Context: an optimization exercise on an open-source flow, tuned for small area. The choices shown serve that exercise and are no tape-out recipe.
Function was checked by simulation only, so behaviour that the tests miss may differ from the original.
Power is estimated from default activity; no workload was simulated.

==> design.v <==
package icache_pkg;
  typedef logic [32-1:0]        pc_t;
  typedef logic [(32 - $clog2((4 * 32) / 8))-1:0] line_addr_t;
  typedef logic [$clog2(8)-1:0]       set_idx_t;
  typedef logic [((32 - $clog2((4 * 32) / 8)) - $clog2(8))-1:0]       tag_t;
  typedef logic [$clog2(2)-1:0]       way_idx_t;
  typedef logic [$clog2(4)-1:0]      slot_t;
  typedef logic [32-1:0]        instr_t;
  typedef logic [(4 * 32)-1:0]      line_t;
  typedef struct packed {
    pc_t pc;
  } fetch_req_t;
  typedef struct packed {
    instr_t [2-1:0] instrs;
  } fetch_rsp_t;
  typedef struct packed {
    line_addr_t line_addr;
  } mem_req_t;
  typedef struct packed {
    line_t data;
  } mem_rsp_t;
  typedef enum logic [1:0] {
    IDLE,
    LOOKUP,
    MISS_REQ,
    MISS_WAIT
  } ic_state_e;
endpackage
`timescale 1ns/1ps
module icache_top
(
  input  logic       clk_i,
  input  logic       rst_ni,
  input  logic       req_valid_i,
  output logic       req_ready_o,
  input  icache_pkg::fetch_req_t req_i,
  output logic       rsp_valid_o,
  input  logic       rsp_ready_i,
  output icache_pkg::fetch_rsp_t rsp_o,
  output logic       mem_req_valid_o,
  input  logic       mem_req_ready_i,
  output icache_pkg::mem_req_t   mem_req_o,
  input  logic       mem_rsp_valid_i,
  output logic       mem_rsp_ready_o,
  input  icache_pkg::mem_rsp_t   mem_rsp_i
);
  localparam int TW = ((32 - $clog2((4 * 32) / 8)) - $clog2(8));
  logic [1:0]  state_q;
  logic        rsp_valid_q;
  logic        mem_req_valid_q;
  logic [3:0]  lfsr_q;
  logic [29:0] pc_q;
  logic        miss_b_q;
  logic        miss_way_q;
  logic [TW-1:0]  tag_mem  [2][8];
  logic [127:0]   data_mem [2][8];
  logic [7:0]     valid_q  [2];
  logic idle, lookup, miss_wait;
  assign idle      = (state_q == 2'd0);
  assign lookup    = (state_q == 2'd1);
  assign miss_wait = (state_q == 2'd3);
  logic accept;
  assign req_ready_o = idle && !rsp_valid_q;
  assign accept      = req_valid_i && req_ready_o;
  logic [2:0]    set_a;
  logic [1:0]    slot;
  logic [4:0]    pos;       
  logic [TW-1:0] tag_a;
  logic          xline;
  logic          set7;
  assign set_a = pc_q[4:2];
  assign slot  = pc_q[1:0];
  assign pos   = pc_q[4:0];
  assign tag_a = pc_q[29:5];
  assign xline = (slot == 2'd3);
  assign set7  = (set_a == 3'd7);
  logic          inc_c;
  logic [TW-1:0] tag_inc;
  assign inc_c   = set7 && (miss_b_q || !state_q[1]);
  assign tag_inc = tag_a + TW'(inc_c);
  logic [1:0] ev_set_hi;
  logic [2:0] ev_set, od_set;
  assign ev_set_hi = set_a[2:1] + 2'(set_a[0]);
  assign ev_set    = {ev_set_hi, 1'b0};
  assign od_set    = {set_a[2:1], 1'b1};
  logic [1:0] h_ev, h_od;
  logic [1:0] v_ev, v_od;
  for (genvar w = 0; w < 2; w++) begin : g_cmp
    assign v_ev[w] = valid_q[w][ev_set];
    assign v_od[w] = valid_q[w][od_set];
    assign h_ev[w] = v_ev[w] && (tag_mem[w][ev_set] == tag_inc);
    assign h_od[w] = v_od[w] && (tag_mem[w][od_set] == tag_a);
  end
  logic [1:0] hit_a_w, hit_b_w, valid_a, valid_b;
  assign hit_a_w = set_a[0] ? h_od : h_ev;
  assign hit_b_w = set_a[0] ? h_ev : h_od;
  assign valid_a = set_a[0] ? v_od : v_ev;
  assign valid_b = set_a[0] ? v_ev : v_od;
  logic hit_a, hit_b, hit_all, miss_b;
  assign hit_a   = |hit_a_w;
  assign hit_b   = |hit_b_w;
  assign hit_all = hit_a && (!xline || hit_b);
  assign miss_b  = hit_a && xline;
  logic [3:0]  od_idx;
  logic [15:0] ev_dec, od_dec;
  logic [1:0]  ev_way, od_way;
  assign od_idx = pos[4:1];
  assign od_dec = 16'd1 << od_idx;
  assign ev_dec = pos[0] ? {od_dec[14:0], od_dec[15]} : od_dec;
  logic ev_way1_q, od_way1_q;
  always_ff @(posedge clk_i) begin
    ev_way1_q <= (set_a[0] ^ xline) ? h_od[1] : h_ev[1];
    od_way1_q <= hit_a_w[1];
  end
  assign ev_way = {ev_way1_q, !ev_way1_q};
  assign od_way = {od_way1_q, !od_way1_q};
  logic [31:0] ev_word, od_word;
  always_comb begin
    ev_word = '0;
    od_word = '0;
    for (int i = 0; i < 16; i++) begin
      for (int w = 0; w < 2; w++) begin
        ev_word = ev_word | ({32{ev_dec[i] & ev_way[w]}} & data_mem[w][i/2][(i%2)*64 +: 32]);
        od_word = od_word | ({32{od_dec[i] & od_way[w]}} & data_mem[w][i/2][(i%2)*64 + 32 +: 32]);
      end
    end
  end
  assign rsp_o.instrs[0] = pos[0] ? od_word : ev_word;
  assign rsp_o.instrs[1] = pos[0] ? ev_word : od_word;
  assign rsp_valid_o     = rsp_valid_q;
  assign mem_req_valid_o = mem_req_valid_q;
  assign mem_req_o.line_addr = {tag_inc, set_a + 3'(miss_b_q)};
  assign mem_rsp_ready_o = miss_wait;
  logic [1:0] valid_sel;
  logic       victim;
  assign valid_sel = miss_b ? valid_b : valid_a;
  assign victim    = !valid_sel[0] ? 1'b0 : (!valid_sel[1] ? 1'b1 : lfsr_q[0]);
  logic [1:0] state_d;
  always_comb begin
    state_d = state_q;
    case (state_q)
      2'd0: if (accept) state_d = 2'd1;
      2'd1: state_d = hit_all ? 2'd0 : 2'd2;
      2'd2: if (mem_req_valid_q && mem_req_ready_i) state_d = 2'd3;
      2'd3: if (mem_rsp_valid_i) state_d = 2'd1;
      default: state_d = 2'd0;
    endcase
  end
  always_ff @(posedge clk_i or negedge rst_ni) begin
    if (!rst_ni) begin
      state_q         <= 2'd0;
      rsp_valid_q     <= 1'b0;
      mem_req_valid_q <= 1'b0;
      lfsr_q          <= 4'h1;
    end else begin
      state_q <= state_d;
      lfsr_q  <= {lfsr_q[2:0], lfsr_q[3] ^ lfsr_q[2]};
      if (lookup && hit_all) begin
        rsp_valid_q <= 1'b1;
      end else if (rsp_ready_i) begin
        rsp_valid_q <= 1'b0;
      end
      if (state_q == 2'd2 && !mem_req_valid_q) begin
        mem_req_valid_q <= 1'b1;
      end else if (mem_req_ready_i) begin
        mem_req_valid_q <= 1'b0;
      end
    end
  end
  always_ff @(posedge clk_i) begin
    if (accept) begin
      pc_q <= req_i.pc[31:2];
    end
    if (lookup) begin
      miss_b_q   <= miss_b;
      miss_way_q <= victim;
    end
  end
  logic       we;
  logic [2:0] wr_set;
  assign we     = miss_wait && mem_rsp_valid_i;
  assign wr_set = set_a + 3'(miss_b_q);
  for (genvar w = 0; w < 2; w++) begin : g_way
    for (genvar s = 0; s < 8; s++) begin : g_set
      logic           wen;
      logic [TW-1:0]  t_q;
      logic [127:0]   d_q;
      logic           v_q;
      assign wen = we && (wr_set == 3'(s)) && (miss_way_q == 1'(w));
      logic sel, load, keep;
      assign sel  = (wr_set == 3'(s)) && (miss_way_q == 1'(w));
      assign load = sel && miss_wait;
      assign keep = !(sel && state_q[1]);
      always_ff @(posedge clk_i) begin
        t_q <= ({TW{load}} & tag_inc) | ({TW{keep}} & t_q);
        d_q <= ({128{load}} & mem_rsp_i.data) | ({128{keep}} & d_q);
      end
      always_ff @(posedge clk_i or negedge rst_ni) begin
        if (!rst_ni) begin
          v_q <= 1'b0;
        end else if (wen) begin
          v_q <= 1'b1;
        end
      end
      assign tag_mem[w][s]  = t_q;
      assign data_mem[w][s] = d_q;
      assign valid_q[w][s]  = v_q;
    end
  end
endmodule
==> flow/run.sh <==
#!/bin/bash
# Own flow: the standard layout, with small port buffers.
set -euo pipefail
export BUFFER_PORTS_ARGS="-buffer_cell sky130_fd_sc_hd__buf_1"
bash standard.sh > standard.log 2>&1
==> standard.sh <==
#!/bin/bash
# synth_recipe.tcl (not shown) runs the flow's synth.tcl, then flattens the netlist and writes it again
# the make line also repeats each setting of config.mk as NAME=value (left out here)
make -C /OpenROAD-flow-scripts/flow DESIGN_CONFIG=/design/flow/config.mk WORK_HOME=/design/flow/orfs CLKGATE_MAP_FILE= SYNTH_SCRIPT=/design/flow/synth_recipe.tcl "${@:-finish}"
==> config.mk <==
export PLATFORM = sky130hd
export DESIGN_NAME = icache_top
export DESIGN_NICKNAME = icache_top
export VERILOG_FILES = /design/flow/design.v
export SDC_FILE = /design/flow/constraint.sdc
export NUM_CORES = 4
export LEC_CHECK = 0
export CAP_MARGIN = 20
export CORE_MARGIN = 2
export CORE_UTILIZATION = 80
export CTS_BUF_LIST = sky130_fd_sc_hd__clkbuf_16
export CTS_CLUSTER_DIAMETER = 80
export CTS_CLUSTER_SIZE = 25
export PLACE_DENSITY = 0.88
export SETUP_SLACK_MARGIN = 0.2
export SLEW_MARGIN = 20
==> constraint.sdc <==
create_clock -name core_clock -period 7.0 [get_ports {clk_i}]
set_input_delay 1.4000 -clock core_clock [delete_from_list [all_inputs] [get_ports {clk_i}]]
set_output_delay 1.4000 -clock core_clock [all_outputs]
set_load 0.01 [all_outputs]
==> impl_metrics.json, run 1 <==
{
  "critPathArrivalTime_ns": 5.52,
  "nets": 8178,
  "fmax_ghz": 0.144,
  "nFillCells": 6279,
  "clock_skew_ns": 0.0345,
  "syn_inst": 8488,
  "async_reset_ff_share_pct": 0.958,
  "rsz0062_at_grt": "false",
  "setup.worst_path.end_class": "output port",
  "die_area_um2": 119000,
  "worst-path-max-fanout": 19,
  "vias": 82200,
  "drt_first_pass_iters": 10,
  "start_util_pct": 81.0,
  "met2_usage_pct": 79.3,
  "startpoint": "pc_q[1]",
  "maxSlewHeadroom_pct": 6.35,
  "area_growth_pct": 4.80,
  "yosysWarningCount": 4,
  "yosys.area.top_type": "dfxtp_1",
  "clockPowerShare_pct": 16.7,
  "slew_violations": 0,
  "boundaryPins": 262,
  "drt_iter0_markers": 16000,
  "worst_pin_slew_ns": 1.39,
  "max_cap_viol_count": 0,
  "cp.required_ns": 5.60,
  "coreArea_um2": 115000,
  "portBuffers": 259,
  "antenna_found_initial": 60,
  "use_met1_pct": 70.3,
  "routedWlPerCell_um": 37.4,
  "layout-drive-gt1-share_pct": 7.29,
  "p_sw_w": 0.0141,
  "hold_violations": 0,
  "netlist_area_um2": 92800,
  "yosysMostFrequentCell": "dfxtp_1",
  "power_frac_comb_pct": 27.4,
  "overflow": 0,
  "synth_common_cells": "2,450 x dfxtp_1, 2,280 x a22o_1, 867 x clkbuf_1, 518 x a22oi_1, 473 x nand2_1",
  "holdWs_ns": 0.378,
  "htreeDepth": 3,
  "dp_hpwl_mm": 189,
  "cts_tree": "built",
  "ir_drop_mv": 0.383,
  "min_period_ns": 6.92,
  "vias_per_cell": 8.59,
  "grt_pass1_vias": 79300,
  "die_h_um": 345,
  "rows": 124,
  "reg2regPathDepth": 15,
  "clock-sinks": 2506,
  "ys_ff_latch": 2506,
  "worstHoldPathType": "register to register",
  "cts-root-buf": "clkbuf_16",
  "hold_path_startpoint": "lfsr_q[1]",
  "synth_edf_count": 32,
  "globalplace.congestion": 0.915,
  "power.density_nw_per_um2": 452,
  "finalWirelength_mm": 358,
  "synth_ff_type": "dfxtp_1",
  "grt_max_degree": 139,
  "clkSlewWorstSetupHoldPaths_ns": 0.10,
  "grt_pass1_wl_mm": 518,
  "leakagePower_nw": 37.1,
  "cts_buffer_depth": 3,
  "drtAntennaViolNets": 0,
  "gr-usage-all-layers_pct": 58.4,
  "synth.distinct_cells": 72,
  "synth_top_area_share_pct": 52.8,
  "cts_resized": 0,
  "ys_top_cells_by_area": "dfxtp_1 53%, a22o_1 22%, a22oi_1 4.2%",
  "status": "finished clean",
  "total_power_w": 0.0440,
  "cts_hold_buffers": 0,
  "cts_buffers": 110,
  "drc": 0,
  "power_switching_share_pct": 32.1,
  "syn_avg_cell_area_um2": 10.9,
  "placed_area_um2": 94100,
  "r2r-start": "pc_q[4]",
  "syn_nets": 8665,
  "setup_tns_ns": 0,
  "yosysSeqAreaShare_pct": 54.5,
  "p_seq_share_pct": 55.9,
  "clk_latency_ns": 0.79,
  "die_w_um": 345,
  "holdPathStages": 0,
  "final_area_um2": 97300,
  "p_int_w": 0.0299,
  "grtUsageMet3_pct": 28.0,
  "finalCritPeriodShare_pct": 98.9,
  "grt.busiest_layer": "met2",
  "cp-start-kind": "register",
  "setup_viol": 0,
  "path_class": "register to output port"
}
layout by cell type, fill, tap and decap left out, types with 13 or more instances in the layout:
cell type     n
nand4_1     150
mux4_2       97
nand2_4      16
mux2_2       44
nand3_1      90
a221oi_1    192
clkbuf_16   114
a222oi_1     48
a21oi_1      28
nor4_1       17
buf_12       31
buf_4       176
edfxtp_1     32
buf_1       259
nand2_1     457
a22o_1     2280
xor2_1       62
o21ai_0     366
nor2_4       61
nor2_1      112
mux2i_1      52
or3_1        24
o21bai_1     16
xnor2_1      58
or4_1        32
inv_1        46
diode_2      43
dfrtp_1      23
a22oi_1     518
dfxtp_1    2449
o22ai_1      13
routing by layer:
metal / wire [um] / vias to the layer above
met5: 544 / -
met4: 37800 / 50
met3: 69300 / 2982
met2: 138000 / 8785
met1: 112000 / 38900
li1: - / 31500
registers in the layout, indices dropped and copies added, names as in the netlist:
signal / cells
state_q: 2
g_way.g_set.t_q: 400
miss_way_q: 1
lfsr_q: 4
ev_way1_q: 1
miss_b_q: 1
g_way.g_set.v_q: 16
rsp_valid_q: 1
mem_req_valid_q: 1
od_way1_q: 1
g_way.g_set.d_q: 2048
pc_q: 30
cells by family after synthesis:
| family | synth area share [%] |
|---|---|
| adders and majority gates | 0.148 |
| DFF | 54.5 |
| and+or+nand+nor | 5.28 |
| buffers and inverters | 4.59 |
| AOI/OAI and AO/OA | 30.7 |
| muxes | 3.45 |
| xor gates and xnor gates | 1.29 |
what timing repair did:
| item | in CTS | in global routing |
|---|---|---|
| setup endpoints to repair | 0 | 9 |
| hold endpoints to repair | 0 | 0 |
| buffers inserted | 0 | 5 |
through the flow:
step | instances | setup slack, ns | util, %
after global routing | 9546 | 0.253 | 84.8
final | 9569 | 0.0792 | 84.8
after global placement | 9390 | 1.33 | 82.0
after CTS | 9518 | 0.450 | 84.6
after floorplan | 8488 | 2.50 | -
after detailed placement | 9393 | 1.13 | 82.1
power by group through the flow:
stage	clock network [W]	logic, W	registers, W
floorplan	0	0.00852	0.0234
global placement	0	0.0108	0.0241
detailed placement	0	0.0114	0.0245
CTS	0.00718	0.0115	0.0243
global route	0.00765	0.0126	0.0251
finish	0.00735	0.0121	0.0246
final cells by class:
class	instances	area, um^2	area share [%]
tap	1512	1890	1.94
clock inverter	11	53.8	0.0553
multi-input combinational	4875	38600	39.7
timing repair buffer	470	3020	3.11
inverter	38	143	0.147
sequential	2506	50600	52.0
clock buffer	114	2850	2.93
antenna	43	108	0.111
worst max-delay path, cell delays in order, from the launching register on:
cell	delay, ns
edfxtp_1	0.77
and2_0	0.43
mux2i_1	0.16
nand2b_1	0.34
nor2_4	1.03
buf_4	0.55
a22o_1	0.21
a221oi_1	0.05
nand4_1	0.17
or4_1	0.56
mux2_2	0.28
buf_1	0.16
path summary, 6_finish.rpt:
check / end / slack, ns
min in group asynchronous: g_way[1].g_set[5].v_q / 0.61
max in group asynchronous: lfsr_q[0] / 6.10
max: rsp_o[14] / 0.08
min: lfsr_q[2] / 0.38
max reg2reg: miss_way_q / 1.01
min reg2reg: lfsr_q[2] / 0.38
==> inputs of run 2 (changes only) <==
--- a/config.mk
+++ b/config.mk
@@ -8,9 +8,9 @@
 export CAP_MARGIN = 20
 export CORE_MARGIN = 2
-export CORE_UTILIZATION = 80
+export CORE_UTILIZATION = 70
 export CTS_BUF_LIST = sky130_fd_sc_hd__clkbuf_16
 export CTS_CLUSTER_DIAMETER = 80
 export CTS_CLUSTER_SIZE = 25
-export PLACE_DENSITY = 0.88
+export PLACE_DENSITY = 0.8
 export SETUP_SLACK_MARGIN = 0.2
 export SLEW_MARGIN = 20
==> impl_metrics.json, run 2 <==
{
  "fmax_ghz": 0.146,
  "nets": 8156,
  "cts_buffers": 112,
  "regArea_um2": 50600,
  "cp.required_ns": 5.60,
  "clk_latency_ns": 0.82,
  "antenna_found_initial": 42,
  "max_cap_viol_count": 0,
  "rsz0062_at_grt": "false",
  "synth.distinct_cells": 72,
  "setup.worst_path.end_class": "output port",
  "drt_first_pass_iters": 9,
  "finalCritPeriodShare_pct": 97.9,
  "worstHoldPathType": "register to register",
  "setup_viol": 0,
  "p_sw_w": 0.0138,
  "coreArea_um2": 131000,
  "cts_buffer_depth": 3,
  "yosysSeqAreaShare_pct": 54.5,
  "vias_per_cell": 8.13,
  "power_frac_comb_pct": 27.0,
  "synth_edf_count": 32,
  "power_switching_share_pct": 31.6,
  "start_util_pct": 70.6,
  "p_int_w": 0.0300,
  "htreeDepth": 3,
  "ys_top_cells_by_area": "dfxtp_1 53%, a22o_1 22%, a22oi_1 4.2%",
  "globalplace.congestion": 0.883,
  "cts_tree": "built",
  "nFillCells": 9153,
  "drtAntennaViolNets": 0,
  "fin_util_pct": 74.2,
  "yosys.area.top_type": "dfxtp_1",
  "status": "finished clean",
  "grt_pass1_vias": 76100,
  "clkSlewWorstSetupHoldPaths_ns": 0.10,
  "vias": 79700,
  "multi_input_area_um2": 38600,
  "largest_register_ffs": 2048,
  "dp_hpwl_mm": 188,
  "cts-root-buf": "clkbuf_16",
  "p_seq_share_pct": 55.7,
  "clockPowerShare_pct": 17.3,
  "routedWlPerCell_um": 36.5,
  "netlist_area_um2": 92800,
  "cp-start-kind": "register",
  "maxSlewHeadroom_pct": 9.56,
  "finalWirelength_mm": 357,
  "clock-sinks": 2506,
  "final_area_um2": 97500,
  "synth_ff_type": "dfxtp_1",
  "critPathArrivalTime_ns": 5.45,
  "largest-register": "g_way.g_set.d_q",
  "leakagePower_nw": 37.1,
  "boundaryPins": 262,
  "ir_drop_mv": 0.300,
  "final_common_cell": "dfxtp_1",
  "async_reset_ff_share_pct": 0.958,
  "drc": 0,
  "portBuffers": 259,
  "worst-path-max-fanout": 52,
  "syn_avg_cell_area_um2": 10.9,
  "synth_top_area_share_pct": 52.8,
  "die_w_um": 368,
  "placed_area_um2": 94300,
  "yosysWarningCount": 4,
  "die_area_um2": 136000,
  "path_class": "register to output port",
  "clock_skew_ns": 0.0242,
  "worst_pin_slew_ns": 1.35,
  "cts_hold_buffers": 0,
  "startpoint": "pc_q[0]",
  "gr-usage-all-layers_pct": 50.9,
  "r2r-start": "pc_q[4]",
  "hold_violations": 0,
  "overflow": 0,
  "area_growth_pct": 5.05,
  "grt_max_degree": 138,
  "reg_top3": "g_way.g_set.d_q: 2048 flops, g_way.g_set.t_q: 400 flops, pc_q: 30 flops",
  "die_h_um": 368,
  "ys_ff_latch": 2506,
  "min_period_ns": 6.85,
  "syn_nets": 8665,
  "grt_pass1_wl_mm": 517,
  "hold_path_startpoint": "lfsr_q[1]",
  "power.density_nw_per_um2": 449,
  "syn_inst": 8488,
  "slew_violations": 0,
  "synth_common_cells": "2,450 x dfxtp_1, 2,280 x a22o_1, 867 x clkbuf_1, 518 x a22oi_1, 473 x nand2_1",
  "rows": 133,
  "layout_common_cells": "2,449 x dfxtp_1, 2,280 x a22o_1, 518 x a22oi_1",
  "yosysMostFrequentCell": "dfxtp_1",
  "drt_iter0_markers": 13300,
  "layout-drive-gt1-share_pct": 7.22,
  "setup_tns_ns": 0
}
==> run 2: cell counts after synthesis <==
Identical to the previous run, type by type.
==> run 2: timing repair <==
action | 4_1_cts | 5_1_grt
setup endpoints to repair | 2 | 18
resized for setup | 1 | 1
endpoints found under the hold margin | 0 | 0
setup buffers | 0 | 3
pin swaps | 0 | 2
==> run 2: path summary, 6_finish.rpt <==
check,end,slack [ns],cells past startpoint
worst max-delay path,rsp_o[49],0.15,12
worst min-delay path,lfsr_q[2],0.36,0
worst max register to register,miss_way_q,1.24,15
worst min register to register,lfsr_q[2],0.36,0
max in group asynchronous,lfsr_q[0],6.14,2
min in group asynchronous,mem_req_valid_q,0.57,2
==> run 2: cell families after synthesis <==
logic type,Yosys count,synth area share (%)
adders and majority gates,11,0.148
DFF,2506,54.5
buffers and inverters,1107,4.59
muxes,193,3.45
AOI/OAI and AO/OA,3499,30.7
xor gates and xnor gates,127,1.29
and+or+nand+nor,1045,5.28
==> run 2: power groups by stage <==
| stage | combinational [W] | clock [W] | sequential (W) |
|---|---|---|---|
| floorplan | 0.00852 | 0 | 0.0234 |
| global placement | 0.0109 | 0 | 0.0241 |
| detailed placement | 0.0113 | 0 | 0.0244 |
| CTS | 0.0114 | 0.00748 | 0.0242 |
| global route | 0.0125 | 0.00798 | 0.0250 |
| finish | 0.0118 | 0.00759 | 0.0244 |
==> run 2: layer usage <==
metal | global-route usage (%) | vias to the layer above | wire length [um]
met5 | 1.32 | - | 479
met4 | 35.7 | 39 | 32900
met3 | 18.6 | 2171 | 59100
met2 | 72.7 | 7402 | 144000
met1 | 63.9 | 38500 | 120000
li1 | - | 31500 | -
==> run 2: through the flow <==
stage	std cells	power [W]	worst slack, ns	hold slack (ns)
3_5_place_dp	9616	0.0358	1.01	0.340
6_report	9792	0.0438	0.146	0.363
4_1_cts	9759	0.0431	0.335	0.363
5_1_grt	9778	0.0454	0.244	0.378
2_1_floorplan	8488	0.0320	2.50	0.331
3_3_place_gp	9616	0.0350	1.11	0.334
==> run 2: critical path, cell delays in order, from the launching register on <==
cell and delay [ns]:
edfxtp_1 0.49, buf_4 0.57, nand2_1 0.36, o21ai_2 0.45, nor2b_1 0.18, buf_4 0.36, and2_4 0.59, buf_4 0.38
a221oi_1 0.15, nand4_1 0.14, or3_1 0.49, mux2_2 0.27, buf_1 0.17
==> run 2: final cells by class <==
type	count	area share, %
repair buffers	446	2.83
diodes	29	0.0744
multi-input cells	4875	39.6
clock buffers	116	2.98
well taps	1755	2.25
flip-flops and latches	2506	51.9
clock inverters	27	0.192
inverters	38	0.146
==> inputs of run 3 (changes only) <==
==> flow/run.sh (replaced) <==
#!/bin/bash
# Own flow: the standard layout, with small port buffers and a clock
# tree built without dummy balancing loads.
set -euo pipefail
export BUFFER_PORTS_ARGS="-buffer_cell sky130_fd_sc_hd__buf_1"
export CTS_ARGS="-sink_clustering_enable -repair_clock_nets -dont_use_dummy_load -buf_list sky130_fd_sc_hd__clkbuf_16 -sink_clustering_size 28 -sink_clustering_max_diameter 70"
bash standard.sh > standard.log 2>&1
--- a/config.mk
+++ b/config.mk
@@ -10,6 +10,6 @@
 export CORE_UTILIZATION = 70
 export CTS_BUF_LIST = sky130_fd_sc_hd__clkbuf_16
-export CTS_CLUSTER_DIAMETER = 80
-export CTS_CLUSTER_SIZE = 25
+export CTS_CLUSTER_DIAMETER = 70
+export CTS_CLUSTER_SIZE = 28
 export PLACE_DENSITY = 0.8
 export SETUP_SLACK_MARGIN = 0.2
==> impl_metrics.json, run 3 <==
{
  "ys_top_cells_by_area": "dfxtp_1 53%, a22o_1 22%, a22oi_1 4.2%",
  "cpMostUsedCell": "buf_4",
  "p_sw_w": 0.0137,
  "ir_drop_mv": 0.267,
  "boundaryPins": 262,
  "slowest_delay_ns": 1.02,
  "power_frac_comb_pct": 27.0,
  "finalNonFillerCells": 9770,
  "layout-drive-gt1-share_pct": 7.15,
  "synth_ff_type": "dfxtp_1",
  "holdWs_ns": 0.359,
  "yosysMostFrequentCell": "dfxtp_1",
  "clock-sinks": 2506,
  "drt_iter0_markers": 13300,
  "synth_edf_count": 32,
  "gr-usage-all-layers_pct": 50.9,
  "cts_buffer_depth": 3,
  "status": "finished clean",
  "regArea_um2": 50600,
  "async_reset_ff_share_pct": 0.958,
  "grt_max_degree": 138,
  "power.density_nw_per_um2": 448,
  "setup.worst_path.end_class": "output port",
  "finalWirelength_mm": 357,
  "die_area_um2": 136000,
  "grt_pass1_vias": 76100,
  "maxSlewHeadroom_pct": 12.2,
  "rsz0062_at_grt": "false",
  "clock_skew_ns": 0.0585,
  "hold_violations": 0,
  "ys_ff_latch": 2506,
  "finalCritPeriodShare_pct": 97.6,
  "die_h_um": 368,
  "netlist_area_um2": 92800,
  "synth_common_cells": "2,450 x dfxtp_1, 2,280 x a22o_1, 867 x clkbuf_1, 518 x a22oi_1, 473 x nand2_1",
  "final_common_cell": "dfxtp_1",
  "min_period_ns": 6.83,
  "rows": 133,
  "drc": 0,
  "p_seq_share_pct": 55.8,
  "htreeDepth": 3,
  "largest_register_ffs": 2048,
  "worst_pin_slew_ns": 1.31,
  "slew_violations": 0,
  "leakagePower_nw": 37.0,
  "setup_viol": 0,
  "fmax_ghz": 0.146,
  "dp_hpwl_mm": 188,
  "cts_tree": "built",
  "layout_common_cells": "2,449 x dfxtp_1, 2,280 x a22o_1, 518 x a22oi_1",
  "coreArea_um2": 131000,
  "largest-register": "g_way.g_set.d_q",
  "routedWlPerCell_um": 36.6,
  "yosysSeqAreaShare_pct": 54.5,
  "p_int_w": 0.0300,
  "area_growth_pct": 4.98,
  "synth_top_area_share_pct": 52.8,
  "use_met1_pct": 63.0,
  "cts_buffers": 120,
  "grtUsageMet3_pct": 19.6,
  "yosys.area.top_type": "dfxtp_1",
  "cp-start-kind": "register",
  "syn_inst": 8488,
  "nFillCells": 9136,
  "clockPowerShare_pct": 17.2,
  "antenna_found_initial": 47,
  "crit_slowest_cell": "nor2_4",
  "nets": 8164,
  "clk_latency_ns": 0.84,
  "multi_input_area_um2": 38600,
  "critPathArrivalTime_ns": 5.43,
  "reg_top3": "g_way.g_set.d_q: 2048 flops, g_way.g_set.t_q: 400 flops, pc_q: 30 flops",
  "globalplace.congestion": 0.883,
  "drtAntennaViolNets": 0,
  "power_switching_share_pct": 31.4,
  "vias_per_cell": 8.15,
  "yosysWarningCount": 4,
  "place_ws_ns": 1.01,
  "overflow": 0,
  "synth.distinct_cells": 72,
  "setup_tns_ns": 0,
  "cts-root-buf": "clkbuf_16",
  "vias": 79600,
  "worstHoldPathType": "register to register",
  "drt_first_pass_iters": 9,
  "total_power_w": 0.0437,
  "setup_ws_ns": 0.168,
  "clkSlewWorstSetupHoldPaths_ns": 0.09,
  "grt_pass1_wl_mm": 517,
  "max_cap_viol_count": 0,
  "grt.busiest_layer": "met2",
  "syn_avg_cell_area_um2": 10.9,
  "start_util_pct": 70.6,
  "die_w_um": 368,
  "path_class": "register to output port",
  "worst-path-max-fanout": 52,
  "cp.required_ns": 5.60,
  "path_cells": "buf_4 -> and2_0 -> mux2i_1 -> or2_2 -> nor2_4 -> buf_4 -> a22o_1 -> a221oi_1 -> nand3_1 -> nor2_1 -> nand4_1 -> mux2_2 -> buf_1",
  "met2_usage_pct": 72.5,
  "syn_nets": 8665,
  "dp.cells": 9616,
  "cts_hold_buffers": 0,
  "portBuffers": 259
}
==> run 3: changes by cell type in the layout (fill, tap and decap cells not counted), moves of 2 or more <==
| cell | before | now |
|---|---|---|
| clkinv_2 | 3 | 0 |
| inv_1 | 49 | 36 |
| clkinv_8 | 2 | 0 |
| inv_6 | 2 | 0 |
| clkinvlp_4 | 3 | 0 |
| clkbuf_16 | 116 | 120 |
==> run 3: kinds of logic (layout without fill, tap and decap cells) <==
| kind of cell | Yosys count | after routing | synth area share, % |
|---|---|---|---|
| compound gates | 3499 | 3499 | 30.7 |
| xor+xnor | 127 | 127 | 1.29 |
| fa+ha+maj | 11 | 11 | 0.148 |
| buf+inv | 1107 | 604 | 4.59 |
| flops | 2506 | 2506 | 54.5 |
| mux | 193 | 193 | 3.45 |
| other cells | 0 | 30 | 0 |
| simple gates | 1045 | 1045 | 5.28 |
==> run 3: what timing repair did <==
item	in CTS	in global routing
buffers inserted	0	2
cloned	0	0
pin swaps	0	1
gates resized for setup	1	2
setup endpoints to repair	2	9
==> run 3: worst paths after layout <==
check                      cells past startpoint  slack (ns)  startpoint               endpoint
max                                           13        0.17     pc_q[0]              rsp_o[55]
min                                            0        0.36   lfsr_q[1]              lfsr_q[2]
max reg2reg                                   15        1.15     pc_q[4]             miss_way_q
min reg2reg                                    0        0.36   lfsr_q[1]              lfsr_q[2]
max in group asynchronous                      2        6.13      rst_ni              lfsr_q[0]
min in group asynchronous                      2        0.56      rst_ni  g_way[1].g_set[3].v_q
==> run 3: layout make-up <==
cell class,instances,area share (%)
Multi-Input combinational cell,4875,39.7
Antenna cell,30,0.0770
Timing Repair Buffer,446,2.84
Tap cell,1755,2.25
Clock buffer,120,3.08
Sequential cell,2506,51.9
Inverter,38,0.146
==> run 3: power groups by stage <==
stage	clock, W	sequential (W)	combinational, W
3_3_place_gp	0	0.0241	0.0109
3_5_place_dp	0	0.0244	0.0113
5_1_grt	0.00790	0.0250	0.0125
4_1_cts	0.00740	0.0242	0.0114
6_report	0.00751	0.0244	0.0118
2_1_floorplan	0	0.0234	0.00852
==> run 3: critical path, delay by kind of cell, from the launching register on <==
family                 cells  cell delay [ns]
buffers and inverters      3             1.19
flip-flops                 1             0.47
AND/OR/NAND/NOR            6             2.30
AO/OA/AOI/OAI              2             0.23
multiplexers               2             0.40
==> run 3: through the flow <==
step | cell area [um^2] | utilization (%)
final | 97500 | 74.1
after global routing | 97400 | 74.1
after CTS | 97300 | 74.0
after detailed placement | 94300 | 71.7
after global placement | 94300 | 71.7
after floorplan | 92800 | -
==> run 3: per-layer routing <==
metal	routed length, um	share of wire (%)
met5	517	0.14
met4	32400	9.1
met3	60000	17
met2	145000	41
met1	119000	33
==> inputs of run 4 (changes only) <==
==> config.mk (replaced) <==
export PLATFORM = sky130hd
export DESIGN_NAME = icache_top
export DESIGN_NICKNAME = icache_top
export VERILOG_FILES = /design/flow/design.v
export SDC_FILE = /design/flow/constraint.sdc
export NUM_CORES = 4
export LEC_CHECK = 0
export CAP_MARGIN = 5
export CORE_MARGIN = 2
export CORE_UTILIZATION = 70
export PLACE_DENSITY = 0.8
export SETUP_SLACK_MARGIN = 0.2
export SLEW_MARGIN = 5
==> impl_metrics.json, run 4 <==
{
  "start_util_pct": 70.6,
  "worst_pin_slew_ns": 1.44,
  "dp_hpwl_mm": 188,
  "yosysWarningCount": 4,
  "setup_viol": 0,
  "crit_slowest_cell": "nor2_4",
  "holdPathStages": 0,
  "antenna_found_initial": 48,
  "synth-xor-area-share_pct": 1.29,
  "leakagePower_nw": 37.1,
  "largest-register": "g_way.g_set.d_q",
  "cpLargestDelayFamily": "simple AND/OR/NAND/NOR gates",
  "reg_top3": "g_way.g_set.d_q: 2048 flops, g_way.g_set.t_q: 400 flops, pc_q: 30 flops",
  "synth_top_family_by_area": "compound AO/OA/AOI/OAI gates",
  "path_class": "register to output port",
  "path_cells": "buf_4 -> and2_0 -> mux2i_1 -> or2_2 -> nor2_4 -> buf_4 -> a22oi_1 -> o21ai_0 -> a211oi_1 -> nand4_1 -> mux2_2 -> buf_1",
  "clock_skew_ns": 0.0423,
  "final_common_cell": "dfxtp_1",
  "maxSlewHeadroom_pct": 4.18,
  "path_buf_inv": 3,
  "min_period_ns": 6.87,
  "synth_mux_area_share_pct": 3.45,
  "slew_violations": 0,
  "layout_common_cells": "2,449 x dfxtp_1, 2,280 x a22o_1, 518 x a22oi_1",
  "power.density_nw_per_um2": 451,
  "overflow": 0,
  "portBuffers": 259,
  "yosys.area.top_type": "dfxtp_1",
  "async_reset_ff_share_pct": 0.958,
  "finalWirelength_mm": 358,
  "clk_latency_ns": 0.86,
  "cpMostUsedCell": "buf_4",
  "yosysMostFrequentCell": "dfxtp_1",
  "synth_common_cells": "2,450 x dfxtp_1, 2,280 x a22o_1, 867 x clkbuf_1, 518 x a22oi_1, 473 x nand2_1",
  "synth.distinct_cells": 72,
  "synth_fa_ha_area_share_pct": 0.148,
  "syn_nets": 8665,
  "cts-root-buf": "clkbuf_16",
  "setup_ws_ns": 0.135,
  "netlist_area_um2": 92800,
  "globalplace.congestion": 0.883,
  "boundaryPins": 262,
  "cts_buffer_depth": 3,
  "rows": 133,
  "drt_first_pass_iters": 10,
  "setup.worst_path.end_class": "output port",
  "cp.depth": 12,
  "vias": 79800,
  "hold_violations": 0,
  "clkSlewWorstSetupHoldPaths_ns": 0.09,
  "cp.required_ns": 5.60,
  "grt_pass1_wl_mm": 518,
  "routedWlPerCell_um": 36.6,
  "die_h_um": 368,
  "htreeDepth": 4,
  "fmax_ghz": 0.146,
  "drtAntennaViolNets": 0,
  "die_w_um": 368,
  "cts_hold_buffers": 0,
  "clock-sinks": 2506,
  "synth_ff_type": "dfxtp_1",
  "finalCritPeriodShare_pct": 98.1,
  "worst-path-max-fanout": 52,
  "layout-drive-gt1-share_pct": 7.21,
  "reg2regPathDepth": 15,
  "grt_pass1_vias": 76500,
  "critPathArrivalTime_ns": 5.47,
  "vias_per_cell": 8.16,
  "ys_ff_latch": 2506,
  "gr-usage-all-layers_pct": 51.1,
  "coreArea_um2": 131000,
  "ys_top_cells_by_area": "dfxtp_1 53%, a22o_1 22%, a22oi_1 4.2%",
  "rsz0062_at_grt": "true",
  "cts_tree": "built",
  "die_area_um2": 136000,
  "syn_avg_cell_area_um2": 10.9,
  "worstHoldPathType": "register to register",
  "grt_max_degree": 138,
  "setup_tns_ns": 0,
  "slowest_delay_ns": 0.90,
  "status": "finished clean",
  "nets": 8171,
  "syn_inst": 8488,
  "place_ws_ns": 1.03,
  "synthSimpleGateAreaFrac_pct": 5.28,
  "largest_register_ffs": 2048,
  "yosysSeqAreaShare_pct": 54.5,
  "area_growth_pct": 5.19,
  "synth_top_area_share_pct": 52.8,
  "max_cap_viol_count": 0,
  "synth_edf_count": 32,
  "ir_drop_mv": 0.301,
  "drc": 0,
  "cp-start-kind": "register",
  "synth-compound-area-share_pct": 30.7,
  "cts_buffers": 130,
  "drt_iter0_markers": 13500
}
run 4: power by group:
part / internal (W) / switching, W / leakage, nW
Clock: 0.00333 / 0.00455 / 1.60
Combinational: 0.00611 / 0.00571 / 14.8
Sequential: 0.0208 / 0.00358 / 20.7
Total: 0.0303 / 0.0138 / 37.1
run 4: cell type report:
type	instances	area (um^2)
fillers	9145	33800
well taps	1755	2200
flip-flops and latches	2506	50600
inverters	38	143
repair buffers	443	2720
diodes	35	87.6
multi-input cells	4875	38600
clock buffers	130	3250
run 4: timing repair:
action	CTS	global route
resized for setup	1	2
buffers inserted	0	1
hold endpoints to repair	0	0
setup endpoints to repair	1	13
pin swaps	0	2
run 4: worst paths after layout:
| check | startpoint | endpoint | slack (ns) |
|---|---|---|---|
| worst max-delay path | pc_q[0] | rsp_o[54] | 0.13 |
| worst min-delay path | lfsr_q[1] | lfsr_q[2] | 0.36 |
| worst max register to register | pc_q[4] | miss_way_q | 1.21 |
| worst min register to register | lfsr_q[1] | lfsr_q[2] | 0.36 |
| max in group asynchronous | rst_ni | lfsr_q[0] | 6.16 |
| min in group asynchronous | rst_ni | g_way[1].g_set[3].v_q | 0.53 |
run 4: cells by family after synthesis:
kind of cell             Yosys count
AND/OR/NAND/NOR                 1045
multiplexers                     193
XOR/XNOR                         127
adder cells (fa/ha/maj)           11
flip-flops                      2506
AO/OA/AOI/OAI                   3499
buffers and inverters           1107
run 4: per-layer routing:
| metal | vias to the layer above | track usage (%) | share of wire [%] |
|---|---|---|---|
| met1 | 38800 | 63.0 | 34 |
| met5 | - | 0.427 | 0.096 |
| met3 | 2184 | 20.2 | 17 |
| li1 | 31500 | - | - |
| met2 | 7356 | 72.4 | 40 |
| met4 | 42 | 37.2 | 9.0 |
run 4: worst reg2reg max path, stage by stage (launching register included):
cell and delay, ns:
edfxtp_1 0.75, buf_12 0.41, ha_4 0.23, o21a_1 0.12
ha_1 0.33, ha_1 0.32, nand4_2 0.34, or4_1 0.68
o21ai_1 0.22, a21oi_1 0.10, or4b_2 0.67, nor4_1 0.48
a22oi_2 0.23, o31a_1 0.34, mux2i_1 0.17, o21ba_1 0.16
run 4: metrics by stage:
step / util [%] / hold WS (ns) / instance area, um^2 / cells / total power (W)
2_1_floorplan: - / 0.331 / 92800 / 8488 / 0.0320
3_3_place_gp: 71.7 / 0.334 / 94300 / 9616 / 0.0350
3_5_place_dp: 71.7 / 0.340 / 94300 / 9616 / 0.0358
4_1_cts: 74.2 / 0.360 / 97500 / 9746 / 0.0434
5_1_grt: 74.2 / 0.375 / 97600 / 9767 / 0.0457
6_report: 74.3 / 0.365 / 97600 / 9782 / 0.0441
==> inputs of run 5 (changes only) <==
==> flow/run.sh (replaced) <==
#!/bin/bash
# Own flow: the standard layout, with small port buffers and a clock
# tree built without dummy balancing loads.
set -euo pipefail
export BUFFER_PORTS_ARGS="-buffer_cell sky130_fd_sc_hd__buf_1"
export CTS_ARGS="-sink_clustering_enable -repair_clock_nets -dont_use_dummy_load -buf_list sky130_fd_sc_hd__clkbuf_8 -root_buf sky130_fd_sc_hd__clkbuf_16 -sink_clustering_size 16 -sink_clustering_max_diameter 60"
bash standard.sh > standard.log 2>&1
--- a/config.mk
+++ b/config.mk
@@ -6,8 +6,8 @@
 export NUM_CORES = 4
 export LEC_CHECK = 0
-export CAP_MARGIN = 5
+export CAP_MARGIN = 20
 export CORE_MARGIN = 2
 export CORE_UTILIZATION = 70
 export PLACE_DENSITY = 0.8
 export SETUP_SLACK_MARGIN = 0.2
-export SLEW_MARGIN = 5
+export SLEW_MARGIN = 20
==> impl_metrics.json, run 5 <==
{
  "synth_common_cells": "2,450 x dfxtp_1, 2,280 x a22o_1, 867 x clkbuf_1, 518 x a22oi_1, 473 x nand2_1",
  "cts_tree": "built",
  "finalWirelength_mm": 358,
  "drc": 0,
  "syn_avg_cell_area_um2": 10.9,
  "placed_area_um2": 94300,
  "rsz0062_at_grt": "false",
  "setup_ws_ns": 0.183,
  "total_power_w": 0.0430,
  "synth_top_area_share_pct": 52.8,
  "largest-register": "g_way.g_set.d_q",
  "setup_tns_ns": 0,
  "nFillCells": 9281,
  "clk_latency_ns": 0.86,
  "nets": 8222,
  "power_frac_comb_pct": 27.5,
  "cts_hold_buffers": 0,
  "p_int_w": 0.0292,
  "hold_path_startpoint": "lfsr_q[1]",
  "grt_pass1_wl_mm": 517,
  "finalCritPeriodShare_pct": 97.4,
  "status": "finished clean",
  "hold_violations": 0,
  "holdPathStages": 0,
  "syn_inst": 8488,
  "place_ws_ns": 1.01,
  "setup_viol": 0,
  "leakagePower_nw": 36.8,
  "final_common_cell": "dfxtp_1",
  "drt_first_pass_iters": 9,
  "p_seq_share_pct": 56.7,
  "slew_violations": 0,
  "reg2regPathDepth": 15,
  "start_util_pct": 70.6,
  "cts_buffers": 178,
  "synth.distinct_cells": 72,
  "die_w_um": 368,
  "grt_pass1_vias": 76300,
  "htreeDepth": 4,
  "cp-start-kind": "register",
  "synth_ff_type": "dfxtp_1",
  "coreArea_um2": 131000,
  "async_reset_ff_share_pct": 0.958,
  "clock-sinks": 2506,
  "p_sw_w": 0.0138,
  "finalNonFillerCells": 9833,
  "worstHoldPathType": "register to register",
  "r2r_slack_ns": 1.24,
  "cts-root-buf": "clkbuf_16",
  "dp.cells": 9616,
  "path_class": "register to output port",
  "power_switching_share_pct": 32.0,
  "area_growth_pct": 4.39,
  "largest_register_ffs": 2048,
  "globalplace.congestion": 0.883,
  "rows": 133,
  "syn_nets": 8665,
  "r2r-start": "pc_q[4]",
  "yosysSeqAreaShare_pct": 54.5,
  "clockPowerShare_pct": 15.9,
  "critPathArrivalTime_ns": 5.42,
  "reg_top3": "g_way.g_set.d_q: 2048 flops, g_way.g_set.t_q: 400 flops, pc_q: 30 flops",
  "overflow": 0,
  "ys_top_cells_by_area": "dfxtp_1 53%, a22o_1 22%, a22oi_1 4.2%",
  "gr-usage-all-layers_pct": 51.0,
  "maxSlewHeadroom_pct": 7.26,
  "rr_endpoint": "miss_way_q",
  "min_period_ns": 6.82,
  "ys_ff_latch": 2506,
  "routedWlPerCell_um": 36.4,
  "die_area_um2": 136000,
  "vias_per_cell": 8.13,
  "worstHoldEndpoint": "lfsr_q[2]",
  "drt_iter0_markers": 14300,
  "yosys.area.top_type": "dfxtp_1",
  "antenna_found_initial": 49,
  "clock_skew_ns": 0.0616,
  "portBuffers": 259,
  "netlist_area_um2": 92800,
  "drtAntennaViolNets": 0,
  "power.density_nw_per_um2": 444,
  "worst-path-max-fanout": 52,
  "final_area_um2": 96900,
  "max_cap_viol_count": 0,
  "yosysWarningCount": 4,
  "die_h_um": 368,
  "boundaryPins": 262,
  "cts_buffer_depth": 3,
  "fmax_ghz": 0.147,
  "layout_common_cells": "2,449 x dfxtp_1, 2,280 x a22o_1, 518 x a22oi_1",
  "setup.worst_path.end_class": "output port",
  "layout-drive-gt1-share_pct": 7.83,
  "yosysMostFrequentCell": "dfxtp_1",
  "ir_drop_mv": 0.242,
  "vias": 80000,
  "clkSlewWorstSetupHoldPaths_ns": 0.10,
  "worst_pin_slew_ns": 1.39,
  "cp.required_ns": 5.60,
  "synth_edf_count": 32,
  "dp_hpwl_mm": 188,
  "grt_max_degree": 138
}
run 5: worst max-delay path: stages, from the launching register on:
cell,delay [ns]
edfxtp_1,0.48
buf_4,0.60
and2_0,0.42
mux2i_1,0.16
or2_2,0.47
nor2_4,0.72
buf_4,0.57
a22oi_1,0.17
nand4_1,0.13
or3_1,0.44
mux2_2,0.26
buf_1,0.17
run 5: stage by stage:
stage	util, %	hold slack [ns]
floorplan	-	0.331
global placement	71.7	0.334
detailed placement	71.7	0.340
CTS	73.6	0.367
global route	73.7	0.384
finish	73.7	0.376
run 5: worst max path at each step:
stage / cells past startpoint / slack [ns] / end / from
floorplan: 14 / 2.50 / rsp_o[0] / pc_q[3]
global placement: 12 / 1.11 / rsp_o[49] / pc_q[0]
detailed placement: 12 / 1.01 / rsp_o[49] / pc_q[0]
CTS: 11 / 0.32 / rsp_o[18] / pc_q[0]
global route: 14 / 0.21 / rsp_o[35] / pc_q[3]
finish: 11 / 0.18 / rsp_o[49] / pc_q[0]
run 5: metal layers:
| metal | share of wire, % | up-vias | track usage [%] |
|---|---|---|---|
| li1 | - | 31600 | - |
| met1 | 34 | 38700 | 63.7 |
| met2 | 40 | 7465 | 72.3 |
| met3 | 17 | 2177 | 19.4 |
| met4 | 9.0 | 42 | 36.5 |
| met5 | 0.12 | - | 0.214 |
run 5: layout make-up:
| cell class | instances | area, um^2 | share of cell area (%) |
|---|---|---|---|
| Antenna cell | 35 | 87.6 | 0.0904 |
| Clock buffer | 178 | 2460 | 2.54 |
| Inverter | 38 | 143 | 0.147 |
| Multi-Input combinational cell | 4877 | 38700 | 39.9 |
| Sequential cell | 2506 | 50600 | 52.2 |
| Tap cell | 1755 | 2200 | 2.27 |
| Timing Repair Buffer | 444 | 2740 | 2.82 |
run 5: timing repair:
| item | in CTS | in global routing |
|---|---|---|
| gates resized for setup | 1 | 2 |
| pin swaps | 0 | 3 |
| gates cloned | 0 | 2 |
| endpoints found under the setup margin | 2 | 7 |
| buffers inserted | 0 | 1 |
run 5: logic make-up (layout without fill, tap and decap cells):
kind of cell               after synthesis  after routing  share of synthesized area [%]
buffers and inverters                 1107            660                           4.59
AOI/OAI and AO/OA                     3499           3499                           30.7
xor gates and xnor gates               127            127                           1.29
other                                    0             35                              0
and+or+nand+nor                       1045           1047                           5.28
DFF                                   2506           2506                           54.5
adders and majority gates               11             11                          0.148
muxes                                  193            193                           3.45
run 5: power by group through the flow:
stage          combinational (W)  sequential (W)  clock, W
6_report                  0.0118          0.0244   0.00681
5_1_grt                   0.0125          0.0250   0.00723
4_1_cts                   0.0114          0.0242   0.00669
3_5_place_dp              0.0113          0.0244         0
3_3_place_gp              0.0109          0.0241         0
2_1_floorplan            0.00852          0.0234         0
==> inputs of run 6 (changes only) <==
==> flow/run.sh (replaced) <==
#!/bin/bash
# Own flow: the standard synthesis, an area remap of its combinational
# logic (flip-flops untouched), then the standard layout with small port
# buffers and a clock tree of clkbuf_8 leaves without dummy balancing loads.
# Each tool writes its own log in this folder (ORFS's step logs are under
# orfs/logs).
set -euo pipefail
export BUFFER_PORTS_ARGS="-buffer_cell sky130_fd_sc_hd__buf_1"
export CTS_ARGS="-sink_clustering_enable -repair_clock_nets -dont_use_dummy_load -buf_list sky130_fd_sc_hd__clkbuf_8 -root_buf sky130_fd_sc_hd__clkbuf_16 -sink_clustering_size 16 -sink_clustering_max_diameter 60"
R=orfs/results/${FLOW_PLATFORM}/icache_top/base
LIB=${FLOW_HOME}/platforms/${FLOW_PLATFORM}/lib/sky130_fd_sc_hd__tt_025C_1v80.lib

bash standard.sh synth > standard_synth.log 2>&1
cp $R/1_2_yosys.v standard_1_2_yosys.v
python3 flow/splitlib.py "$LIB" seq.lib comb.lib > splitlib.log 2>&1
REMAP_LIB="$LIB" REMAP_IN=standard_1_2_yosys.v REMAP_OUT=remapped.v REMAP_ABC=flow/abc_area.script \
  yosys -c flow/remap.tcl > remap.log 2>&1
cp remapped.v $R/1_2_yosys.v
rm -f $R/1_synth.odb $R/1_synth.sdc
bash standard.sh > standard.log 2>&1
==> flow/abc_area.script (new file) <==
&get -n; &st; &syn2; &dch -f; &nf -a -R 1000; &put
==> flow/remap.tcl (new file) <==
# Area remap of the standard synthesis: the flip-flops (and their instance
# names) are kept as they are, the combinational cells are read as logic and
# mapped again by ABC with an area-oriented script.
yosys -import
set lib $::env(REMAP_LIB)
read_liberty -lib seq.lib
read_liberty -ignore_miss_func comb.lib
read_verilog $::env(REMAP_IN)
hierarchy -check -top $::env(FLOW_TOP)
flatten
opt_clean -purge
# flatten dropped the combinational cells' modules: define them again as
# library cells for ABC's result
read_liberty -lib comb.lib
# the flattened cells' pin wires must not name the nets of ports
yosys rename -hide w:_*_.*
opt_clean -purge
tee -o remap_before.txt stat -liberty $lib
abc -script $::env(REMAP_ABC) -liberty $lib -dont_use *probe* -dont_use *lpflow* -D [expr {int($::env(FLOW_PERIOD_NS) * 1000)}]
splitnets
opt_clean -purge
hilomap -singleton -hicell sky130_fd_sc_hd__conb_1 HI -locell sky130_fd_sc_hd__conb_1 LO
insbuf -buf sky130_fd_sc_hd__buf_4 A X
opt_clean -purge
tee -o remap_after.txt stat -liberty $lib
check -assert -mapped
write_verilog -noattr -nohex -nodec $::env(REMAP_OUT)
==> flow/splitlib.py (new file) <==
# Split the platform's liberty file into its sequential cells and its
# combinational cells, so that Yosys can read the combinational cells as
# logic while the flip-flops stay as they are.
import re, sys
src, seq_out, comb_out = sys.argv[1:4]
t = open(src).read()
i = t.index('\n    cell (')
head, body = t[:i], t[i:]
j = body.rstrip().rfind('}')
body = body.rstrip()[:j]
cells = [c for c in re.split(r'(?=\n    cell \()', body) if c.strip()]
seq, comb = [], []
for c in cells:
    (seq if re.search(r'\n\s+(ff|latch|statetable)\s*\(', c) else comb).append(c)
open(seq_out, 'w').write(head + ''.join(seq) + '\n}\n')
open(comb_out, 'w').write(head + ''.join(comb) + '\n}\n')
print(len(seq), 'sequential cells,', len(comb), 'combinational cells')
==> impl_metrics.json, run 6 <==
{
  "largest_register_ffs": 2048,
  "die_area_um2": 128000,
  "critPathArrivalTime_ns": 5.43,
  "cts_tree": "built",
  "maxSlewHeadroom_pct": -19.2,
  "htreeDepth": 4,
  "layout_common_cells": "2,449 x dfxtp_1, 2,138 x a22o_1, 675 x nand2_1",
  "coreArea_um2": 124000,
  "start_util_pct": 70.6,
  "worst-path-max-fanout": 16,
  "drtAntennaViolNets": 0,
  "place_ws_ns": 1.27,
  "routedWlPerCell_um": 36.0,
  "power.density_nw_per_um2": 417,
  "finalCritPeriodShare_pct": 97.6,
  "boundaryPins": 262,
  "vias": 81400,
  "overflow": 0,
  "setup.worst_path.end_class": "output port",
  "drc": 0,
  "hold_path_startpoint": "lfsr_q[1]",
  "path_cells": "nand2_1 -> nor2_1 -> a21oi_1 -> nand2b_1 -> nor2_4 -> buf_4 -> buf_4 -> a222oi_1 -> nand4_1 -> nor2_1 -> nand4_1 -> mux2_1 -> buf_1",
  "final_common_cell": "dfxtp_1",
  "reg2regPathDepth": 19,
  "yosysWarningCount": 4,
  "startpoint": "pc_q[1]",
  "globalplace.congestion": 0.901,
  "fmax_ghz": 0.146,
  "cpLargestDelayFamily": "simple AND/OR/NAND/NOR gates",
  "rsz0062_at_grt": "false",
  "reg_top3": "g_way.g_set.d_q: 2048 flops, g_way.g_set.t_q: 400 flops, pc_q: 30 flops",
  "grt_pass1_wl_mm": 515,
  "ir_drop_mv": 0.344,
  "cts_buffer_depth": 3,
  "holdPathStages": 0,
  "path_buf_inv": 3,
  "antenna_found_initial": 41,
  "fin_util_pct": 77.4,
  "slowest_delay_ns": 0.91,
  "clk_latency_ns": 0.85,
  "cp.depth": 13,
  "clock_skew_ns": 0.0492,
  "cts_resized": 0,
  "syn_inst": 7553,
  "setup_viol": 0,
  "crit_slowest_cell": "nor2_4",
  "finalWirelength_mm": 356,
  "clock-sinks": 2506,
  "min_period_ns": 6.83,
  "worstHoldPathType": "register to register",
  "clkSlewWorstSetupHoldPaths_ns": 0.11,
  "r2r_slack_ns": 1.18,
  "rows": 129,
  "syn_avg_cell_area_um2": 11.6,
  "drt_first_pass_iters": 29,
  "leakagePower_nw": 36.5,
  "r2r-start": "pc_q[4]",
  "portBuffers": 259,
  "setup_ws_ns": 0.169,
  "grt_pass1_vias": 77900,
  "cp-start-kind": "register",
  "vias_per_cell": 8.23,
  "cts_buffers": 176,
  "path_class": "register to output port",
  "hold_violations": 0,
  "cts-root-buf": "clkbuf_16",
  "area_growth_pct": 9.64,
  "drt_iter0_markers": 16000,
  "violations": "max-slew violations",
  "largest-register": "g_way.g_set.d_q",
  "max_cap_viol_count": 0,
  "nets": 8381,
  "layout-drive-gt1-share_pct": 6.34,
  "slew_violations": 110,
  "dp_hpwl_mm": 182,
  "worst_pin_slew_ns": 1.79,
  "die_h_um": 357,
  "gr-usage-all-layers_pct": 53.9,
  "cp.required_ns": 5.60,
  "die_w_um": 357,
  "syn_nets": 7719,
  "status": "complete, but fails checks",
  "netlist_area_um2": 87300,
  "grt_max_degree": 155
}
[run 6: changes by cell type in the layout (fill, tap and decap cells not counted), moves of 54 or more]
cell      before   now
a22o_1      2280  2138
a221oi_1     192   132
nand2_1      457   675
o22ai_1       13    91
a21oi_1       28   123
mux2_1         0    69
mux4_2        97     5
a22oi_1      518   232
o21ai_0      366   420
a222oi_1      48   348
[run 6: layout make-up]
class / count / area, um^2
Sequential cell: 2506 / 50600
Clock buffer: 176 / 2430
Fill cell: 8372 / 28000
Antenna cell: 35 / 87.6
Tap cell: 1637 / 2050
Multi-Input combinational cell: 5005 / 37300
Inverter: 42 / 159
Timing Repair Buffer: 484 / 3090
[run 6: per-layer routing]
metal,routed length (um),GRT usage [%],up-vias
met5,287,0,-
met4,30200,36.8,34
met3,63900,21.1,2137
met2,142000,75.9,8134
met1,120000,68.0,38800
li1,-,-,32200
[run 6: report_power, final]
part	total (W)	internal [W]	switching, W	leakage [nW]
sequential	0.0227	0.0197	0.00302	20.8
combinational	0.0105	0.00495	0.00554	14.4
clock	0.00677	0.00227	0.00450	1.27
total	0.0400	0.0269	0.0131	36.5
[run 6: final timing paths]
check	end
max	rsp_o[8]
min	lfsr_q[2]
max reg2reg	rsp_valid_q
min reg2reg	lfsr_q[2]
max in group asynchronous	lfsr_q[0]
min in group asynchronous	g_way[0].g_set[7].v_q
[run 6: per-stage QoR]
stage	setup TNS (ns)	cell area (um^2)	total power [W]	cells	hold WS [ns]
finish	0	95800	0.0400	9885	0.361
global route	0	95700	0.0414	9866	0.367
CTS	0	95600	0.0392	9842	0.363
detailed placement	0	93100	0.0328	9666	0.341
global placement	0	93100	0.0322	9664	0.334
floorplan	-2330.79	87400	0.0290	7553	0.331
[run 6: timing repair]
item                                   in CTS  in global routing
hold buffers                                0                  0
endpoints found under the hold margin       0                  0
setup endpoints to repair                   0                 10
setup buffers                               0                  5
[run 6: worst register-to-register path, stage by stage (launching register included)]
cell,delay [ns]
edfxtp_1,0.74
and2_0,0.40
nand2_1,0.18
a21oi_1,0.36
and2_0,0.21
buf_4,0.16
nand3_1,0.15
nor3_1,0.48
nand3_1,0.19
xnor2_1,0.43
xnor2_1,0.13
nor4_1,0.42
nand4_1,0.19
nor4_1,0.26
nand4_1,0.37
nand2_1,0.29
o21ai_0,0.14
o21ai_0,0.34
nand2_1,0.19
o21ai_0,0.11
==> inputs of run 7 (changes only) <==
--- a/config.mk
+++ b/config.mk
@@ -6,8 +6,8 @@
 export NUM_CORES = 4
 export LEC_CHECK = 0
-export CAP_MARGIN = 20
+export CAP_MARGIN = 30
 export CORE_MARGIN = 2
 export CORE_UTILIZATION = 70
 export PLACE_DENSITY = 0.8
 export SETUP_SLACK_MARGIN = 0.2
-export SLEW_MARGIN = 20
+export SLEW_MARGIN = 35
==> impl_metrics.json, run 7 <==
{
  "vias_per_cell": 8.26,
  "cp.depth": 14,
  "holdPathStages": 0,
  "clock_skew_ns": 0.0843,
  "cts-root-buf": "clkbuf_16",
  "slew_violations": 0,
  "drtAntennaViolNets": 0,
  "drc": 0,
  "critPathArrivalTime_ns": 5.42,
  "layout_common_cells": "2,449 x dfxtp_1, 2,138 x a22o_1, 675 x nand2_1",
  "worst_pin_slew_ns": 1.19,
  "die_area_um2": 128000,
  "area_growth_pct": 10.6,
  "cts_resized": 0,
  "gr-usage-all-layers_pct": 54.0,
  "reg_top3": "g_way.g_set.d_q: 2048 flops, g_way.g_set.t_q: 400 flops, pc_q: 30 flops",
  "min_period_ns": 6.82,
  "crit_slowest_cell": "nand4_1",
  "syn_inst": 7553,
  "path_buf_inv": 2,
  "htreeDepth": 4,
  "coreArea_um2": 124000,
  "ir_drop_mv": 0.291,
  "final_common_cell": "dfxtp_1",
  "clock-sinks": 2506,
  "clkSlewWorstSetupHoldPaths_ns": 0.10,
  "overflow": 0,
  "placed_area_um2": 93600,
  "portBuffers": 259,
  "die_w_um": 357,
  "die_h_um": 357,
  "yosysWarningCount": 4,
  "vias": 81800,
  "leakagePower_nw": 36.8,
  "layout-drive-gt1-share_pct": 6.76,
  "grt_pass1_vias": 78100,
  "nets": 8410,
  "syn_nets": 7719,
  "boundaryPins": 262,
  "cts_buffers": 177,
  "cts_buffer_depth": 3,
  "start_util_pct": 70.6,
  "max_cap_viol_count": 0,
  "hold_violations": 0,
  "place_ws_ns": 1.23,
  "setup.worst_path.end_class": "output port",
  "rows": 129,
  "netlist_area_um2": 87300,
  "nFillCells": 8216,
  "cpLargestDelayFamily": "simple AND/OR/NAND/NOR gates",
  "setup_ws_ns": 0.178,
  "path_class": "register to output port",
  "clk_latency_ns": 0.84,
  "largest-register": "g_way.g_set.d_q",
  "drt_first_pass_iters": 28,
  "fmax_ghz": 0.147,
  "syn_avg_cell_area_um2": 11.6,
  "drt_iter0_markers": 15600,
  "maxSlewHeadroom_pct": 20.6,
  "reg2regPathDepth": 19,
  "grt_pass1_wl_mm": 516,
  "path_cells": "nand2_1 -> nor2_1 -> a21oi_1 -> or2_0 -> nor2_4 -> buf_4 -> a22oi_1 -> nand2_1 -> a21oi_1 -> nand4_1 -> nor2_1 -> nand4_1 -> mux2_1 -> buf_1",
  "cts_tree": "built",
  "cp.required_ns": 5.60,
  "globalplace.congestion": 0.901,
  "power.density_nw_per_um2": 415,
  "grt_max_degree": 129,
  "finalCritPeriodShare_pct": 97.5,
  "setup_viol": 0,
  "slowest_delay_ns": 0.71,
  "rsz0062_at_grt": "false",
  "cp-start-kind": "register",
  "worstHoldPathType": "register to register",
  "antenna_found_initial": 34,
  "total_power_w": 0.0401,
  "worst-path-max-fanout": 18,
  "r2r_slack_ns": 1.04,
  "finalWirelength_mm": 357,
  "status": "finished clean",
  "dp_hpwl_mm": 185,
  "largest_register_ffs": 2048,
  "holdWs_ns": 0.377,
  "final_area_um2": 96600,
  "routedWlPerCell_um": 36.0
}
-- run 7: stage by stage --
stage	util (%)	cells	setup TNS (ns)
5_1_grt	78.0	9896	0
3_3_place_gp	75.2	9664	0
4_1_cts	77.6	9861	0
3_5_place_dp	75.6	9684	0
2_1_floorplan	-	7553	-2330.79
6_report	78.0	9912	0
-- run 7: path summary, 6_finish.rpt --
path	start	end
setup / recovery	pc_q[1]	rsp_o[35]
hold / removal	lfsr_q[1]	lfsr_q[2]
setup reg to reg	pc_q[3]	rsp_valid_q
hold reg to reg	lfsr_q[1]	lfsr_q[2]
max in group asynchronous	rst_ni	g_way[0].g_set[6].v_q
min in group asynchronous	rst_ni	rsp_valid_q
-- run 7: where the power goes --
group	internal (W)	switching (W)	total [W]	leakage, nW
clock network	0.00228	0.00452	0.00680	1.28
logic	0.00499	0.00557	0.0106	14.8
registers	0.0197	0.00303	0.0227	20.8
-- run 7: timing repair --
action | 4_1_cts | 5_1_grt
setup endpoints to repair | 0 | 10
endpoints found under the hold margin | 0 | 0
buffers inserted | 0 | 5
hold buffers | 0 | 0
-- run 7: layout make-up --
cell class | count | area (um^2) | area share (%)
flip-flops and latches | 2506 | 50600 | 52.4
clock buffers | 177 | 2450 | 2.53
diodes | 33 | 82.6 | 0.0855
inverters | 42 | 159 | 0.165
multi-input cells | 5005 | 37400 | 38.7
repair buffers | 512 | 3840 | 3.97
well taps | 1637 | 2050 | 2.12
-- run 7: per-layer routing --
| metal | part of all wire [%] | GRT usage, % | up-vias |
|---|---|---|---|
| li1 | - | - | 32300 |
| met1 | 33 | 68.2 | 39000 |
| met2 | 40 | 75.8 | 8239 |
| met3 | 18 | 20.4 | 2297 |
| met4 | 8.9 | 38.3 | 20 |
| met5 | 0.037 | 0 | - |

==> separate check: timing with driven ports <==
The results above use ideal ports. As a check the final layouts listed here were re-extracted and re-timed, cells and wires unchanged.
Step 1: set_driving_cell puts a clkbuf_16 on clk_i and a buf_2 on each other input, an assumption about the parent block.
Step 2 moves the port delays by t, midway between the first and last clock arrival at a register: inputs arrive t later, outputs are due t later. That takes back most of the time a late clock gives input paths.
Slacks: no drivers / after step 1 / after step 2; pairs: no drivers / after step 1.
run	shift t [ns]	slack for setup (ns)	hold slack, ns	worst setup path at the end	worst data-port slew with drivers (ns)
run 1	0.861	0.079 / -0.006 / 0.855	0.378 / 0.378 / 0.378	register to output	0.21
run 2	0.889	0.146 / 0.065 / 0.955	0.363 / 0.363 / 0.363	register to output	0.27
run 3	0.879	0.168 / 0.085 / 0.964	0.359 / 0.359 / 0.359	register to output	0.27
run 4	0.905	0.135 / 0.052 / 0.957	0.365 / 0.365 / 0.365	register to output	0.26
run 5	0.902	0.183 / 0.100 / 1.003	0.376 / 0.376 / 0.376	register to output	0.26
run 6	0.904	0.169 / 0.079 / 0.984	0.361 / 0.361 / 0.361	register to output	0.18
run 7	0.879	0.178 / 0.097 / 0.976	0.377 / 0.377 / 0.377	register to output	0.20
